Context: an optimization exercise on an open-source flow, tuned for small area. The choices shown serve that exercise and are no tape-out recipe.
Function was checked by simulation only, so behaviour that the tests miss may differ from the original.
Power figures rest on the tool's default switching activity, not on a simulated workload.

// measure_core
module measure_core (
  input  wire logic        gmii_tx_clk,
  input  wire logic        sys_rst,
  input  wire logic        sec_oneshot,
  input  wire logic [31:0] global_counter,
  input  wire logic [9:0]  rx_in,            
  output logic      [7:0]  gmii_txd,
  output logic             gmii_tx_en,
  output logic      [31:0] rx_pps,
  output logic      [31:0] rx_throughput,
  output logic      [31:0] rx_latency
);
  localparam logic [47:0] OWN_MAC  = 48'h003776_000101;
  localparam logic [31:0] OWN_IPV4 = {8'd10, 8'd0, 8'd21, 8'd105};
  wire       rx_valid  = rx_in[9];
  wire       rx_infr   = rx_in[8];
  wire [7:0] rx_data   = rx_in[7:0];
  wire       beat_byte = rx_valid & rx_infr;
  wire       beat_end  = rx_valid & ~rx_infr;
  logic [15:0] byte_cnt;
  logic        rx_closed;
  logic        stat_done;
  logic        arp_ok;      
  logic        magic_ok;    
  logic [47:0] rx_src_mac;
  logic [31:0] rx_ip;       
  ...
For scale: ~540 flip-flops, about 150 I/O pins.
Settings: LEC_CHECK=0, CAP_MARGIN=20, CORE_MARGIN=2, CORE_UTILIZATION=40, SLEW_MARGIN=20; clock period 5.0 ns.
standard.sh (not shown) runs the stock make flow with config.mk's settings and CLKGATE_MAP_FILE= SYNTH_SCRIPT=/design/flow/synth_recipe.tcl, a recipe that flattens the netlist after the stock synthesis.
==> flow/flow/run.sh <==
#!/bin/bash
# Standard layout with small port buffers and a clock tree without dummy loads.
export BUFFER_PORTS_ARGS="-buffer_cell sky130_fd_sc_hd__buf_1"
export CTS_ARGS="-sink_clustering_enable -repair_clock_nets -dont_use_dummy_load -buf_list sky130_fd_sc_hd__clkbuf_16 -sink_clustering_size 30 -sink_clustering_max_diameter 80"
bash standard.sh > standard.log 2>&1
The starting point completed without violations.
Next try:
==> flow/flow/run.sh (replaced) <==
#!/bin/bash
# Standard layout with small port buffers and a clock tree without dummy loads.
export BUFFER_PORTS_ARGS="-buffer_cell sky130_fd_sc_hd__buf_1"
export CTS_ARGS="-sink_clustering_enable -repair_clock_nets -dont_use_dummy_load -buf_list sky130_fd_sc_hd__clkbuf_16"
bash standard.sh > standard.log 2>&1
After rerunning: Core utilization grows by 1.2 points; power came out higher by 14%; setup slack got worse by 0.039 ns.
Next try:
==> flow/flow/run.sh (replaced) <==
#!/bin/bash
# Standard layout with small port buffers and a clock tree without dummy loads.
export BUFFER_PORTS_ARGS="-buffer_cell sky130_fd_sc_hd__buf_1"
export CTS_ARGS="-sink_clustering_enable -repair_clock_nets -dont_use_dummy_load -buf_list sky130_fd_sc_hd__clkbuf_4 -sink_clustering_size 8 -sink_clustering_max_diameter 40"
bash standard.sh > standard.log 2>&1
After rerunning: Clock power decreases by 36%. Final area falls by 2.8%. Non-clock buffer count does not change. First-iteration DRC count goes down by 9.0%. Total power is lower by 14%. Cell count is higher by 1.2%.
Next try:
==> flow/flow/run.sh (replaced) <==
#!/bin/bash
# Standard layout with small port buffers and a clock tree without dummy loads.
export BUFFER_PORTS_ARGS="-buffer_cell sky130_fd_sc_hd__buf_1"
export CTS_ARGS="-sink_clustering_enable -repair_clock_nets -dont_use_dummy_load -buf_list sky130_fd_sc_hd__clkbuf_8 -sink_clustering_size 16 -sink_clustering_max_diameter 60"
bash standard.sh > standard.log 2>&1
The new run produced a clean layout.
Cell area stays flat.
Hold slack got worse by 0.0043 ns.
Die area stays the same.
Power barely changes.
Maximum frequency rises by a few percent.
Worst setup slack improved by 0.12 ns.
Routed wire length falls slightly.

* * *

The RTL this note starts from:
==> flow/design.v <==
`timescale 1ns/100ps
`default_nettype none
module measure_core (
  input  wire logic        gmii_tx_clk,
  input  wire logic        sys_rst,
  input  wire logic        sec_oneshot,
  input  wire logic [31:0] global_counter,
  input  wire logic [9:0]  rx_in,            
  output logic      [7:0]  gmii_txd,
  output logic             gmii_tx_en,
  output logic      [31:0] rx_pps,
  output logic      [31:0] rx_throughput,
  output logic      [31:0] rx_latency
);
  localparam logic [47:0] OWN_MAC  = 48'h003776_000101;
  localparam logic [31:0] OWN_IPV4 = {8'd10, 8'd0, 8'd21, 8'd105};
  wire       rx_valid  = rx_in[9];
  wire       rx_infr   = rx_in[8];
  wire [7:0] rx_data   = rx_in[7:0];
  wire       beat_byte = rx_valid & rx_infr;
  wire       beat_end  = rx_valid & ~rx_infr;
  logic [15:0] byte_cnt;
  logic        rx_closed;
  logic        stat_done;
  logic        arp_ok;      
  logic        magic_ok;    
  logic [47:0] rx_src_mac;
  logic [31:0] rx_ip;       
  wire       cnt_live = beat_byte & ~rx_closed;
  wire       decide   = cnt_live && (byte_cnt == 16'd51);
  logic      ok_first;    
  logic      ok_byte;     
  logic [7:0] ok_exp;
  always_comb begin
    ok_first = 1'b0;
    ok_byte  = 1'b1;
    ok_exp   = 8'h00;
    case (byte_cnt)
      16'd12: begin ok_first = 1'b1; ok_exp = 8'h08; end
      16'd13: ok_exp = 8'h06;
      16'd20: ok_exp = 8'h00;
      16'd21: ok_exp = 8'h01;
      16'd38: ok_exp = OWN_IPV4[31:24];
      16'd39: ok_exp = OWN_IPV4[23:16];
      16'd40: ok_exp = OWN_IPV4[15:8];
      16'd41: ok_exp = OWN_IPV4[7:0];
      default: ok_byte = 1'b0;
    endcase
  end
  logic      mg_byte;
  logic [7:0] mg_exp;
  always_comb begin
    mg_byte = 1'b1;
    mg_exp  = 8'h00;
    case (byte_cnt)
      16'd42: mg_exp = 8'hcc;
      16'd43: mg_exp = 8'h55;
      16'd44: mg_exp = 8'haa;
      16'd45: mg_exp = 8'h33;
      16'd46: mg_exp = 8'h0f;
      default: mg_byte = 1'b0;
    endcase
  end
  wire in_mac   = (byte_cnt >= 16'd6)  && (byte_cnt < 16'd12);
  wire in_ip    = (byte_cnt >= 16'd28) && (byte_cnt < 16'd32);
  wire in_stamp = (byte_cnt >= 16'd47) && (byte_cnt < 16'd51);
  always_ff @(posedge gmii_tx_clk) begin
    if (cnt_live) begin
      if (ok_byte) arp_ok <= (ok_first | arp_ok) & (rx_data == ok_exp);
      if (mg_byte) magic_ok <= ((byte_cnt == 16'd42) | magic_ok) & (rx_data == mg_exp);
      if (in_mac) rx_src_mac <= {rx_src_mac[39:0], rx_data};
      if (in_ip || (in_stamp && magic_ok)) rx_ip <= {rx_ip[23:0], rx_data};
    end
  end
  always_ff @(posedge gmii_tx_clk) begin
    if (beat_end) begin
    end else if (beat_byte) begin
      byte_cnt <= rx_closed ? 16'd1 : byte_cnt + 16'd1;
    end
  end
  always_ff @(posedge gmii_tx_clk) begin
    if (sys_rst) begin
      rx_closed <= 1'b1;
      stat_done <= 1'b0;
    end else begin
      stat_done <= beat_end && !rx_closed && (byte_cnt != 16'd0);
      if (beat_end)       rx_closed <= 1'b1;
      else if (beat_byte) rx_closed <= 1'b0;
    end
  end
  always_ff @(posedge gmii_tx_clk) begin
    if (sys_rst) begin
      rx_latency <= '0;
    end else if (decide && magic_ok) begin
      rx_latency <= global_counter - rx_ip;
    end
  end
  logic [31:0] pkt_acc;
  logic [31:0] byte_acc;
  always_ff @(posedge gmii_tx_clk) begin
    if (sys_rst || sec_oneshot) begin
      rx_pps        <= pkt_acc;
      rx_throughput <= byte_acc;
    end
  end
  always_ff @(posedge gmii_tx_clk) begin
    if (sys_rst || sec_oneshot) begin
      pkt_acc  <= '0;
      byte_acc <= '0;
    end else begin
      pkt_acc  <= pkt_acc + {31'h0, stat_done};
      byte_acc <= byte_acc + {16'h0, byte_cnt & {16{stat_done}}};
    end
  end
  logic        req_valid;
  logic [1:0]  q_count;
  logic [79:0] q_tail;
  logic [79:0] q_head;
  logic        pop;
  wire take = decide && arp_ok && !magic_ok && !q_count[1];
  always_ff @(posedge gmii_tx_clk) begin
    if (take) q_tail <= {rx_src_mac, rx_ip};
    if (pop || q_count == 2'd0) q_head <= q_tail;
  end
  always_ff @(posedge gmii_tx_clk) begin
    if (sys_rst) begin
      req_valid <= 1'b0;
      q_count   <= 2'd0;
    end else begin
      req_valid <= take;
      case ({req_valid, pop})
        2'b10:   q_count <= q_count + 2'd1;
        2'b01:   q_count <= q_count - 2'd1;
        default: q_count <= q_count;
      endcase
    end
  end
  logic [6:0]  tx_cnt;
  logic [47:0] dst_mac;
  logic [31:0] dst_ip;
  logic [31:0] crc_q;
  logic [7:0]  tx_byte;
  assign pop = ~gmii_tx_en & (q_count != 2'd0);
  function automatic logic [7:0] mac_byte(input logic [47:0] m, input logic [2:0] i);
    case (i)
      3'd0:    mac_byte = m[47:40];
      3'd1:    mac_byte = m[39:32];
      3'd2:    mac_byte = m[31:24];
      3'd3:    mac_byte = m[23:16];
      3'd4:    mac_byte = m[15:8];
      default: mac_byte = m[7:0];
    endcase
  endfunction
  always_comb begin
    case (tx_cnt)
      7'd7:  tx_byte = 8'hd5;
      7'd8, 7'd9, 7'd10, 7'd11, 7'd12, 7'd13:
             tx_byte = mac_byte(dst_mac, tx_cnt[2:0]);
      7'd14, 7'd30: tx_byte = OWN_MAC[47:40];
      7'd15, 7'd31: tx_byte = OWN_MAC[39:32];
      7'd16, 7'd32: tx_byte = OWN_MAC[31:24];
      7'd17, 7'd33: tx_byte = OWN_MAC[23:16];
      7'd18, 7'd34: tx_byte = OWN_MAC[15:8];
      7'd19, 7'd35: tx_byte = OWN_MAC[7:0];
      7'd20: tx_byte = 8'h08;
      7'd21: tx_byte = 8'h06;
      7'd22: tx_byte = 8'h00;
      7'd23: tx_byte = 8'h01;
      7'd24: tx_byte = 8'h08;
      7'd25: tx_byte = 8'h00;
      7'd26: tx_byte = 8'h06;
      7'd27: tx_byte = 8'h04;
      7'd28: tx_byte = 8'h00;
      7'd29: tx_byte = 8'h02;
      7'd36: tx_byte = OWN_IPV4[31:24];
      7'd37: tx_byte = OWN_IPV4[23:16];
      7'd38: tx_byte = OWN_IPV4[15:8];
      7'd39: tx_byte = OWN_IPV4[7:0];
      7'd40, 7'd41, 7'd42, 7'd43, 7'd44, 7'd45:
             tx_byte = mac_byte(dst_mac, tx_cnt[2:0]);
      7'd46: tx_byte = dst_ip[31:24];
      7'd47: tx_byte = dst_ip[23:16];
      7'd48: tx_byte = dst_ip[15:8];
      7'd49: tx_byte = dst_ip[7:0];
      7'd68, 7'd69, 7'd70, 7'd71: tx_byte = ~crc_q[7:0];
      default: tx_byte = (tx_cnt < 7'd7) ? 8'h55 : 8'h00;
    endcase
  end
  assign gmii_txd = gmii_tx_en ? tx_byte : 8'h00;
  function automatic logic [31:0] crc_byte(input logic [31:0] c, input logic [7:0] d);
    logic [31:0] r;
    logic        fb;
    r = c;
    for (int i = 0; i < 8; i++) begin
      fb = r[0] ^ d[i];
      r  = r >> 1;
      if (fb) r = r ^ 32'hedb88320;
    end
    crc_byte = r;
  endfunction
  wire       tx_fcs  = (tx_cnt >= 7'd68);
  wire [7:0] crc_din = tx_fcs ? crc_q[7:0] : tx_byte;
  always_ff @(posedge gmii_tx_clk) begin
    if (!gmii_tx_en || tx_cnt < 7'd8) crc_q <= 32'hffffffff;
    else                              crc_q <= crc_byte(crc_q, crc_din);
  end
  always_ff @(posedge gmii_tx_clk) begin
    if (sys_rst) begin
      gmii_tx_en <= 1'b0;
      tx_cnt     <= '0;
    end else if (pop) begin
      gmii_tx_en <= 1'b1;
      tx_cnt     <= '0;
    end else if (gmii_tx_en) begin
      if (tx_cnt == 7'd71) gmii_tx_en <= 1'b0;
      else                 tx_cnt <= tx_cnt + 7'd1;
    end
  end
  always_ff @(posedge gmii_tx_clk) begin
    if (pop) {dst_mac, dst_ip} <= q_head;
  end
endmodule
`default_nettype wire
clock: 5.0 ns
lec_check: 0
cap_margin: 20
core_margin: 2
core_utilization: 75
slew_margin: 20
==> flow/flow/run.sh <==
#!/bin/bash
# Standard layout with three changes:
#  - synthesis maps logic with an area-oriented ABC script (flow/area.abc),
#    through the standard flow's own synthesis script with ABC's call redirected;
#  - ports get the smallest buffer (buf_1);
#  - the clock tree uses clkbuf_8 without dummy loads.
set -e
W=$PWD
export AREA_ABC_SCRIPT=$W/flow/area.abc
{ head -1 synth_recipe.tcl; echo "source $W/flow/abc_area.tcl"; tail -n +2 synth_recipe.tcl; } > $W/area_synth.tcl
sed "s#SYNTH_SCRIPT=[^ ]*#SYNTH_SCRIPT=$W/area_synth.tcl#" standard.sh > $W/area_standard.sh
grep -q "SYNTH_SCRIPT=$W/area_synth.tcl" $W/area_standard.sh
export BUFFER_PORTS_ARGS="-buffer_cell sky130_fd_sc_hd__buf_1"
export CTS_ARGS="-sink_clustering_enable -repair_clock_nets -dont_use_dummy_load -buf_list sky130_fd_sc_hd__clkbuf_8 -sink_clustering_size 20 -sink_clustering_max_diameter 60"
bash $W/area_standard.sh > standard.log 2>&1
==> flow/flow/abc_area.tcl <==
# Map the logic with flow/area.abc in place of ORFS's ABC speed script.
# Flip-flops are mapped before ABC runs, so registers are unchanged.
proc abc {args} {
  set i [lsearch $args -script]
  if {$i >= 0} {
    set args [lreplace $args $i [expr {$i + 1}] -script $::env(AREA_ABC_SCRIPT)]
  }
  yosys abc {*}$args
}
==> flow/flow/area.abc <==
strash
ifraig
scorr
dc2
dc2
strash
&get -n
&st
&dch -f
&nf -E 100
&put
The first run never finished: it broke off in global routing (5_1_grt) with GRT-0232.
Edit:
==> flow/flow/area.abc (replaced) <==
strash
ifraig
scorr
dc2
strash
&get -n
&dch -f
&nf -R 1000
&put
=> Now the flow finished with negative setup slack left. Synthesized cell count fell by a few percent. Area after synthesis barely changes.
Edit:
==> flow/flow/run.sh (replaced) <==
#!/bin/bash
# Standard layout with small port buffers and a clock tree without dummy loads.
export BUFFER_PORTS_ARGS="-buffer_cell sky130_fd_sc_hd__buf_1"
export CTS_ARGS="-sink_clustering_enable -repair_clock_nets -dont_use_dummy_load -buf_list sky130_fd_sc_hd__clkbuf_8 -sink_clustering_size 16 -sink_clustering_max_diameter 60"
bash standard.sh > standard.log 2>&1
Settings changed: CORE_UTILIZATION 75 to 65.
removed: flow/flow/abc_area.tcl
removed: flow/flow/area.abc
What happened:
- The new run completed with no timing, DRC or antenna violations
- power goes up by 5.7%
- register-to-register slack gets better by 1.3 ns
- worst setup slack improves by 0.97 ns
- synthesized cell count rises by 13%
- clock power grows by about 7%
- final area barely changes

afterwards: timing with drivers on the ports:
How much do the figures lean on ideal ports? The routed layouts below were timed once more, with nothing changed but the port constraints. Step 1 assumes that a clkbuf_16 drives the clock port and a buf_2 every other input. Step 2, shift: input delay + t, output delay - t, t = (earliest + latest rising clock arrival at the registers) / 2. This alone moves slack from input paths to output paths. Three values: ideal ports, drivers, drivers and shift; two values: the first two.
run	t, ns	slack for setup (ns)	worst slew at a driven data input, ns
the first run of note 1	0.638	0.439 / 0.380 / 0.475	0.11
the second run of note 1	0.644	0.400 / 0.342 / 0.516	0.10
the third run of note 1	0.820	0.292 / 0.235 / 0.532	0.10
the fourth run of note 1	0.658	0.415 / 0.358 / 0.552	0.10
the second run of note 2	0.607	-0.707 / -0.691 / -1.298	0.06
the third run of note 2	0.640	0.266 / 0.216 / 0.640	0.09
For the second run of note 2, which loses most, drivers alone change the setup slack by +0.016 ns; drivers and shift together by -0.591 ns.
